Background: an optimization exercise with open tools, aiming at small area. Do not read the settings as production practice.
Function was checked by simulation only, so behaviour that the tests miss may differ from the original.
Power figures rest on the tool's default switching activity, not on a simulated workload. The flow treats the clock pin as an ideal source, which a real chip does not have.

$ cat config.mk
export PLATFORM = sky130hd
export DESIGN_NAME = sorted_priority_queue_top
export DESIGN_NICKNAME = sorted_priority_queue_top
export VERILOG_FILES = /design/flow/design.v
export SDC_FILE = /design/flow/constraint.sdc
export NUM_CORES = 4
export LEC_CHECK = 0
export CAP_MARGIN = 20
export CORE_MARGIN = 2
export CORE_UTILIZATION = 65
export PLACE_DENSITY = 0.8
export SETUP_SLACK_MARGIN = 0.1
export SLEW_MARGIN = 20
$ cat constraint.sdc
create_clock -name core_clock -period 4.0 [get_ports {clk}]
set_input_delay 0.8000 -clock core_clock [delete_from_list [all_inputs] [get_ports {clk}]]
set_output_delay 0.8000 -clock core_clock [all_outputs]
set_load 0.01 [all_outputs]
$ cat design.v
`timescale 1ns / 1ps
package spq_pkg;
	localparam int DEPTH_DEFAULT = 16;
	localparam int ID_W = 6;
	localparam int PRI_W = 4;
	localparam int PAY_W = 32;
	localparam int FUNC_W = 2;
	localparam int OCC_W = 5;
	localparam logic [FUNC_W-1:0] FUNC_PUSH = 2'd0;
	localparam logic [FUNC_W-1:0] FUNC_POP = 2'd1;
	localparam logic [FUNC_W-1:0] FUNC_CLEAR = 2'd2;
	typedef enum logic {
		ST_IDLE,
		ST_HOLD
	} ctl_state_t;
	typedef struct packed {
		logic push;
		logic pop;
		logic clear;
		logic load;
	} ctl_cmd_t;
	typedef struct packed {
		logic full;
		logic empty;
	} dp_status_t;
endpackage
`timescale 1ns / 1ps
module spq_ctrl
(
	input  logic              clk,
	input  logic              arst_n,
	input  logic              req_valid,
	output logic              req_stall,
	output logic              rsp_valid,
	input  logic              rsp_stall,
	input  logic [spq_pkg::FUNC_W-1:0] func,
	input  spq_pkg::dp_status_t        status,
	output spq_pkg::ctl_cmd_t          cmd
);
	spq_pkg::ctl_state_t state_q;
	spq_pkg::ctl_state_t state_d;
	logic       accept;
	always_ff @(posedge clk or negedge arst_n) begin
		if (!arst_n) begin
			state_q <= spq_pkg::ST_IDLE;
		end else begin
			state_q <= state_d;
		end
	end
	always_comb begin
		req_stall = (state_q == spq_pkg::ST_HOLD) && rsp_stall;
		rsp_valid = (state_q == spq_pkg::ST_HOLD);
		accept = req_valid && !req_stall;
		cmd.load = accept;
		cmd.push = accept && (func == spq_pkg::FUNC_PUSH) && !status.full;
		cmd.pop = accept && (func == spq_pkg::FUNC_POP) && !status.empty;
		cmd.clear = accept && (func == spq_pkg::FUNC_CLEAR);
		state_d = state_q;
		case (state_q)
			spq_pkg::ST_IDLE: begin
				if (accept) begin
					state_d = spq_pkg::ST_HOLD;
				end
			end
			spq_pkg::ST_HOLD: begin
				if (!rsp_stall && !accept) begin
					state_d = spq_pkg::ST_IDLE;
				end
			end
			default: begin
				state_d = spq_pkg::ST_IDLE;
			end
		endcase
	end
endmodule
`timescale 1ns / 1ps
module spq_dp
#(
	parameter int DEPTH = spq_pkg::DEPTH_DEFAULT
) (
	input  logic             clk,
	input  logic             arst_n,
	input  spq_pkg::ctl_cmd_t         cmd,
	input  logic             rsp_valid,
	input  logic             req_stall,
	input  logic [spq_pkg::ID_W-1:0]  requester_id,
	input  logic [spq_pkg::PRI_W-1:0] priority_req,
	input  logic [spq_pkg::PAY_W-1:0] payload,
	output spq_pkg::dp_status_t       status,
	output logic             accepted,
	output logic [spq_pkg::ID_W-1:0]  popped_id,
	output logic [spq_pkg::PRI_W-1:0] popped_priority,
	output logic [spq_pkg::PAY_W-1:0] popped_payload,
	output logic [spq_pkg::OCC_W-1:0] occupancy,
	output logic [spq_pkg::ID_W-1:0]  head_id,
	output logic [spq_pkg::ID_W-1:0]  tail_id,
	output logic             is_empty
);
	localparam int CNT_W = $clog2(DEPTH + 1);
	localparam int SL_W = $clog2(DEPTH);
	logic [spq_pkg::ID_W-1:0]  id_q  [DEPTH];
	logic [spq_pkg::PAY_W-1:0] pay_q [DEPTH];
	logic [spq_pkg::PRI_W-1:0] pri_q [DEPTH];
	logic [SL_W-1:0]  slot_q [DEPTH];
	logic [CNT_W-1:0] count_q;
	logic [spq_pkg::ID_W-1:0] tail_q;
	logic             acc_q;
	logic             pop_q;
	logic [DEPTH-1:0] vld;
	logic [DEPTH-1:0] ge;
	logic             lt_any;
	logic [DEPTH-1:0] sel_new;
	logic [DEPTH-1:0] sel_head;
	logic [DEPTH-1:0] sel_pop;
	logic             empty;
	assign empty = (count_q == '0);
	logic renumber;
	assign renumber = empty && !cmd.push && !rsp_valid;
	function automatic logic pri_ge(input logic [spq_pkg::PRI_W-1:0] a,
			input logic [spq_pkg::PRI_W-1:0] b);
		logic r;
		r = 1'b1;
		for (int i = 0; i < spq_pkg::PRI_W; i++) begin
			r = (a[i] & !b[i]) | ((a[i] | !b[i]) & r);
		end
		pri_ge = r;
	endfunction
	always_comb begin
		lt_any = 1'b0;
		for (int r = 0; r < DEPTH; r++) begin
			vld[r] = (count_q > CNT_W'(r));
			ge[r] = vld[r] && pri_ge(pri_q[r], priority_req);
			lt_any = lt_any | (vld[r] && !ge[r]);
		end
		for (int s = 0; s < DEPTH; s++) begin
			sel_new[s] = (slot_q[DEPTH-1] == SL_W'(s));
			sel_head[s] = !empty && (slot_q[0] == SL_W'(s));
			sel_pop[s] = pop_q && sel_new[s];
		end
	end
	for (genvar r = 0; r < DEPTH; r++) begin : g_pos
		localparam int PREV = (r == 0) ? 0 : r - 1;
		localparam int NEXT = (r == DEPTH - 1) ? 0 : r + 1;
		logic take_new;
		logic c_new, c_prev, c_next, c_hold;
		assign take_new = (r == 0) ? 1'b1 : ge[PREV];
		assign c_new = cmd.push && !ge[r] && take_new;
		assign c_prev = cmd.push && !ge[r] && !take_new;
		assign c_next = cmd.pop;
		assign c_hold = !cmd.pop && !(cmd.push && !ge[r]);
		always_ff @(posedge clk) begin
			pri_q[r] <= ({spq_pkg::PRI_W{c_hold}} & pri_q[r])
				| ({spq_pkg::PRI_W{c_new}} & priority_req)
				| ({spq_pkg::PRI_W{c_prev}} & pri_q[PREV])
				| ({spq_pkg::PRI_W{c_next}} & pri_q[NEXT]);
		end
		always_ff @(posedge clk) begin
			slot_q[r] <= ({SL_W{c_hold && !renumber}} & slot_q[r])
				| ({SL_W{renumber}} & SL_W'(r))
				| ({SL_W{c_new}} & slot_q[DEPTH-1])
				| ({SL_W{c_prev}} & slot_q[PREV])
				| ({SL_W{c_next}} & slot_q[NEXT]);
		end
	end
	logic write_free;
	assign write_free = !status.full && !(pop_q && req_stall);
	for (genvar s = 0; s < DEPTH; s++) begin : g_slot
		logic we;
		assign we = write_free && sel_new[s];
		always_ff @(posedge clk) begin
			id_q[s] <= ({spq_pkg::ID_W{!we}} & id_q[s]) | ({spq_pkg::ID_W{we}} & requester_id);
			pay_q[s] <= ({spq_pkg::PAY_W{!we}} & pay_q[s]) | ({spq_pkg::PAY_W{we}} & payload);
		end
	end
	assign status.full = (count_q == CNT_W'(DEPTH));
	assign status.empty = empty;
	always_ff @(posedge clk or negedge arst_n) begin
		if (!arst_n) begin
			count_q <= '0;
		end else if (cmd.clear) begin
			count_q <= '0;
		end else if (cmd.push) begin
			count_q <= count_q + CNT_W'(1);
		end else if (cmd.pop) begin
			count_q <= count_q - CNT_W'(1);
		end
	end
	always_ff @(posedge clk) begin
		if (cmd.push && !lt_any) begin
			tail_q <= requester_id;
		end
	end
	always_ff @(posedge clk) begin
		if (cmd.load) begin
			acc_q <= cmd.push | cmd.pop | cmd.clear;
			pop_q <= cmd.pop;
		end
	end
	always_comb begin
		popped_id = '0;
		popped_payload = '0;
		head_id = '0;
		for (int s = 0; s < DEPTH; s++) begin
			popped_id = popped_id | ({spq_pkg::ID_W{sel_pop[s]}} & id_q[s]);
			popped_payload = popped_payload | ({spq_pkg::PAY_W{sel_pop[s]}} & pay_q[s]);
			head_id = head_id | ({spq_pkg::ID_W{sel_head[s]}} & id_q[s]);
		end
	end
	assign popped_priority = pop_q ? pri_q[DEPTH-1] : '0;
	assign accepted = acc_q;
	assign occupancy = spq_pkg::OCC_W'(count_q);
	assign is_empty = empty;
	assign tail_id = empty ? '0 : tail_q;
endmodule
`timescale 1ns / 1ps
module sorted_priority_queue_top
#(
	parameter int DEPTH = spq_pkg::DEPTH_DEFAULT
) (
	input  logic              clk,
	input  logic              arst_n,
	input  logic              req_valid,
	output logic              req_stall,
	input  logic [spq_pkg::FUNC_W-1:0] func,
	input  logic [spq_pkg::ID_W-1:0]   requester_id,
	input  logic [spq_pkg::PRI_W-1:0]  priority_req,
	input  logic [spq_pkg::PAY_W-1:0]  payload,
	output logic              rsp_valid,
	input  logic              rsp_stall,
	output logic              accepted,
	output logic [spq_pkg::ID_W-1:0]   popped_id,
	output logic [spq_pkg::PRI_W-1:0]  popped_priority,
	output logic [spq_pkg::PAY_W-1:0]  popped_payload,
	output logic [spq_pkg::OCC_W-1:0]  occupancy,
	output logic [spq_pkg::ID_W-1:0]   head_id,
	output logic [spq_pkg::ID_W-1:0]   tail_id,
	output logic              is_empty
);
	spq_pkg::ctl_cmd_t   cmd;
	spq_pkg::dp_status_t status;
	spq_ctrl u_ctrl (
		.clk       (clk),
		.arst_n    (arst_n),
		.req_valid (req_valid),
		.req_stall (req_stall),
		.rsp_valid (rsp_valid),
		.rsp_stall (rsp_stall),
		.func      (func),
		.status    (status),
		.cmd       (cmd)
	);
	spq_dp #(
		.DEPTH (DEPTH)
	) u_dp (
		.clk             (clk),
		.arst_n          (arst_n),
		.cmd             (cmd),
		.rsp_valid       (rsp_valid),
		.req_stall       (req_stall),
		.requester_id    (requester_id),
		.priority_req    (priority_req),
		.payload         (payload),
		.status          (status),
		.accepted        (accepted),
		.popped_id       (popped_id),
		.popped_priority (popped_priority),
		.popped_payload  (popped_payload),
		.occupancy       (occupancy),
		.head_id         (head_id),
		.tail_id         (tail_id),
		.is_empty        (is_empty)
	);
endmodule
$ cat flow/run.sh
#!/bin/bash
# The standard ORFS flow (the standard.sh) with three changes, all to how
# the layout is built, none to the design or its constraints:
#  - clock tree synthesis inserts no dummy loads,
#  - port buffers are the smallest buffer cell (buf_1) instead of a delay cell,
#  - larger clock sink clusters.
# Each make step writes its own log under orfs/logs; the whole make output is
# kept in flow_make.log.
set -uo pipefail
bash standard.sh finish \
	'CTS_ARGS=-sink_clustering_enable -repair_clock_nets -dont_use_dummy_load -sink_clustering_size 30 -sink_clustering_max_diameter 100' \
	'BUFFER_PORTS_ARGS=-buffer_cell sky130_fd_sc_hd__buf_1' \
	> flow_make.log 2>&1
$ cat standard.sh
#!/bin/bash
# synth_recipe.tcl (not shown) runs the flow's synth.tcl, then flattens the netlist and writes it again
# the make line also repeats each setting of config.mk as NAME=value (left out here)
make -C /OpenROAD-flow-scripts/flow DESIGN_CONFIG=/design/flow/config.mk WORK_HOME=/design/flow/orfs CLKGATE_MAP_FILE= SYNTH_SCRIPT=/design/flow/synth_recipe.tcl "${@:-finish}"
==> flow_summary.ini <==
[setup_path]
start_kind = flip-flop
worstPathArrival_ns = 3.07
reg2reg_to = u_dp.tail_q[4]
cp.required_ns = 3.20
cpMostUsedCell = buf_4
r2r_start = u_dp.count_q[0]
crit_chain = nand3_1 > buf_4 > nor2_4 > buf_4 > a22o_1 > a221oi_1 > nand4_1 > buf_1
r2r_cells = 8
r2r_slack_ns = 0.52
crit_fanout = 23
slowest_stage = edfxtp_1
crit_type = flip-flop to primary output
cpPeakStageDelay_ns = 0.63
cp-end-kind = primary output

[global_route]
grt_pass1_vias = 21100
grt_overflow = 0
antenna_found_initial = 4
grt_util_all_layers_pct = 35.0
grt_max_degree = 73
grt_pass1_wl_um = 130000

[route]
routed_wl_um = 87800
drt_iter0_markers = 3321
antenna_left = 0
wl_per_cell_um = 30.2
via_count = 21800
dr.pass1.iters = 8
drc = 0
viasPerCell = 7.52

[logic_synthesis]
synth-simple-area-share_pct = 6.56
ys_warn_count = 6
muxShareOfSynthArea_pct = 2.93
synth_xor_area_share_pct = 0.0851
synthDistinctLibCells = 86
synth_area_um2 = 30900
syn_area_per_cell_um2 = 14.1
yosysSeqAreaShare_pct = 68.7
synth_top_cell_by_area = edfxtp_1
synth_edf_count = 616
synth-compound-area-share_pct = 18.2
syn_nets = 2241
syn-instance-count = 2188
synth_top_family_by_area = compound AO/OA/AOI/OAI gates
synth_top_area_share_pct = 59.9
synthArstFlopShare_pct = 0.800
synth-main-ff-cell = edfxtp_1
yosys_register_bits = 750
synth_fa_ha_area_share_pct = 1.09
synth.area.top_cells = edfxtp_1 60%, dfxtp_1 8.3%, a221oi_1 4.8%, a22o_1 4.5%, mux2i_1 2.5%

[run]
cap_viol_max_count = 0

[sta]
clock.fmax_ghz = 0.258
finalCriticalPeriod_ns = 3.87
fin_crit_sh_pct = 96.9
setup_viol = 0
fin_tns_setup_ns = 0
maxSlewHeadroom_pct = 24.9
clock_skew_ns = 0.0661
finalHoldViolations = 0
worst_slew_pin_slew_ns = 1.12
slew_violations = 0
rsz0062_at_grt = false

[floorplan]
rows = 79
core_um2 = 46800
die_y_um = 222
fp.dieW_um = 222
start_util_pct = 66.1
dieArea_um2 = 49300
num_io_pins = 111

[clock_tree]
cts_tree = done
clock_sinks = 750
clockRootBuffer = clkbuf_16
cts_made_buffers = 29
htree_levels = 1
cts_hold_buf = 0
clkTransAtPathRegs_ns = 0.07
clockBufferDepth = 3
worstSkewPairLatency_ns = 0.64

[cells_and_area]
syn_to_final_growth_pct = 8.98
regArea_um2 = 21200
drive_gt1_share_pct = 10.7
fin_area_um2 = 33700
fin_nets = 2348
multi_input_area_um2 = 9180
fillCellCount = 2965

[power_and_ir_drop]
p_leak_nw = 10.9
ir_worst_vdd_uv = 398
p_per_area_nw_per_um2 = 638

[run_status]
status = finished clean

[placement]
hpwl_um = 52100
port_buffers = 110
placed_cell_area_um2 = 32700
gp_congestion = 0.987

[min_path]
hold_path_class = input port to async pin
[per-layer routing]
layer | track usage [%] | routed length [µm] | part of all wire (%) | up-vias
li1 | - | - | - | 9088
met1 | 46.3 | 31600 | 36 | 10800
met2 | 56.8 | 41800 | 48 | 1610
met3 | 6.31 | 9880 | 11 | 334
met4 | 16.6 | 4490 | 5.1 | 4
met5 | 0 | 30 | 0.034 | -
[kinds of logic (layout without fill, tap and decap cells)]
kind of cell,Yosys count,count (layout)
muxes,85,85
and+or+nand+nor,401,402
adders and majority gates,31,31
buffers and inverters,187,291
AOI/OAI and AO/OA,731,731
DFF,750,750
xor gates and xnor gates,3,3
other,0,3
[metrics by stage]
step | worst slack (ns) | hold slack (ns) | utilization (%) | total power [W] | cells
2_1_floorplan | 0.336 | 0.446 | - | 0.0150 | 2188
5_1_grt | 0.0953 | 0.114 | 72.0 | 0.0222 | 2900
3_3_place_gp | 0.354 | 0.471 | 70.0 | 0.0177 | 2853
3_5_place_dp | 0.309 | 0.480 | 70.0 | 0.0179 | 2853
4_1_cts | 0.0838 | 0.0820 | 71.9 | 0.0212 | 2898
6_report | 0.126 | 0.0856 | 72.0 | 0.0215 | 2903
[power by group]
group	switching [W]	internal, W	leakage, nW
Clock	0.00216	0.00130	0.357
Combinational	0.00438	0.00242	3.85
Sequential	0.00114	0.0101	6.72
[area by class of cell]
class,instances,area share (%)
Antenna cell,3,0.0223
Clock buffer,29,2.16
Inverter,30,0.353
Multi-Input combinational cell,1252,27.3
Sequential cell,750,63.0
Tap cell,607,2.26
Timing Repair Buffer,232,4.89
[critical path, delay by kind of cell (launching register included)]
family                 cells  cell delay (ns)
buffers and inverters      3             0.70
flip-flops                 1             0.63
AO/OA/AOI/OAI              2             0.58
AND/OR/NAND/NOR            3             0.57
[layout by cell type (no fill, tap or decap), drive strengths merged, types with 6 or more instances in the layout]
| cell | n |
|---|---|
| a21o | 14 |
| a21oi | 83 |
| a221o | 26 |
| a221oi | 170 |
| a22o | 158 |
| a22oi | 41 |
| a31o | 8 |
| a31oi | 6 |
| a32oi | 31 |
| and2 | 8 |
| and3 | 11 |
| buf | 232 |
| clkbuf | 29 |
| dfrtp | 6 |
| dfxtp | 128 |
| edfxtp | 616 |
| inv | 27 |
| maj3 | 26 |
| mux2i | 78 |
| nand2 | 79 |
| nand2b | 27 |
| nand3 | 45 |
| nand3b | 9 |
| nand4 | 42 |
| nor2 | 128 |
| nor2b | 22 |
| nor3 | 12 |
| o211ai | 23 |
| o21a | 6 |
| o21ai | 114 |
| o22ai | 6 |
[worst max-delay path by stage]
stage          cells after the start                from                 end
5_1_grt                            9  u_dp.slot_q[15][0]        popped_id[0]
6_report                           8          u_dp.pop_q  popped_payload[12]
3_3_place_gp                       9     priority_req[0]      u_dp.tail_q[1]
3_5_place_dp                       9     priority_req[0]      u_dp.tail_q[5]
2_1_floorplan                      7     u_dp.count_q[0]           flip-flop
4_1_cts                            7          u_dp.pop_q   popped_payload[2]
[what timing repair did]
action | CTS | global route
pin swaps | 6 | 0
setup buffers | 15 | 2
endpoints found under the setup margin | 38 | 30
resized for setup | 4 | 8
cloned | 1 | 0
[cells in the mapped netlist, types with 5 or more instances]
| library cell | count |
|---|---|
| inv_1 | 26 |
| o21ai_1 | 14 |
| o21a_1 | 6 |
| nand4_1 | 42 |
| buf_1 | 21 |
| nand2_1 | 76 |
| a31o_2 | 6 |
| nand3_1 | 44 |
| a31oi_1 | 6 |
| nor2_1 | 126 |
| maj3_1 | 14 |
| maj3_2 | 12 |
| or3_1 | 5 |
| a21oi_1 | 80 |
| buf_2 | 24 |
| clkbuf_1 | 105 |
| o32ai_1 | 5 |
| a221oi_1 | 169 |
| mux2i_1 | 78 |
| o21ai_0 | 97 |
| dfrtp_1 | 6 |
| o22ai_1 | 6 |
| o221ai_1 | 5 |
| and2_1 | 8 |
| a22oi_1 | 40 |
| nand3b_1 | 9 |
| dfxtp_1 | 128 |
| a21o_1 | 14 |
| edfxtp_1 | 616 |
| a22o_1 | 158 |
| nand2b_1 | 25 |
| and3_1 | 11 |
| a32oi_1 | 31 |
| o211ai_1 | 23 |
| ha_1 | 5 |
| nor2b_1 | 22 |
| a221o_1 | 26 |
| nor3_1 | 10 |

-- re-timing with driven ports --
No port has a modelled driver above. Below, the same layout with a new extraction and two added sets of constraints. Step 1: set_driving_cell puts a clkbuf_16 on clk and a buf_2 on each other input, an assumption about the parent block. Step 2 adds t to the input delays and takes it off the output delays; t is the mean of the earliest and latest rising clock arrival at the registers after step 1. Input paths then give back, and output paths get back, about the clock's delay inside the block. Three values: no drivers, after step 1, after step 2; two values: the first two.
shift t [ns]: 0.674
setup WS [ns]: 0.126 / 0.063 / 0.262
worst setup path after step 2: input to register
latest minus earliest clock arrival (ns): 0.066 / 0.066
After both steps this run still meets setup and hold. For this run, drivers alone change the setup slack by -0.063 ns; drivers and shift together by +0.136 ns.
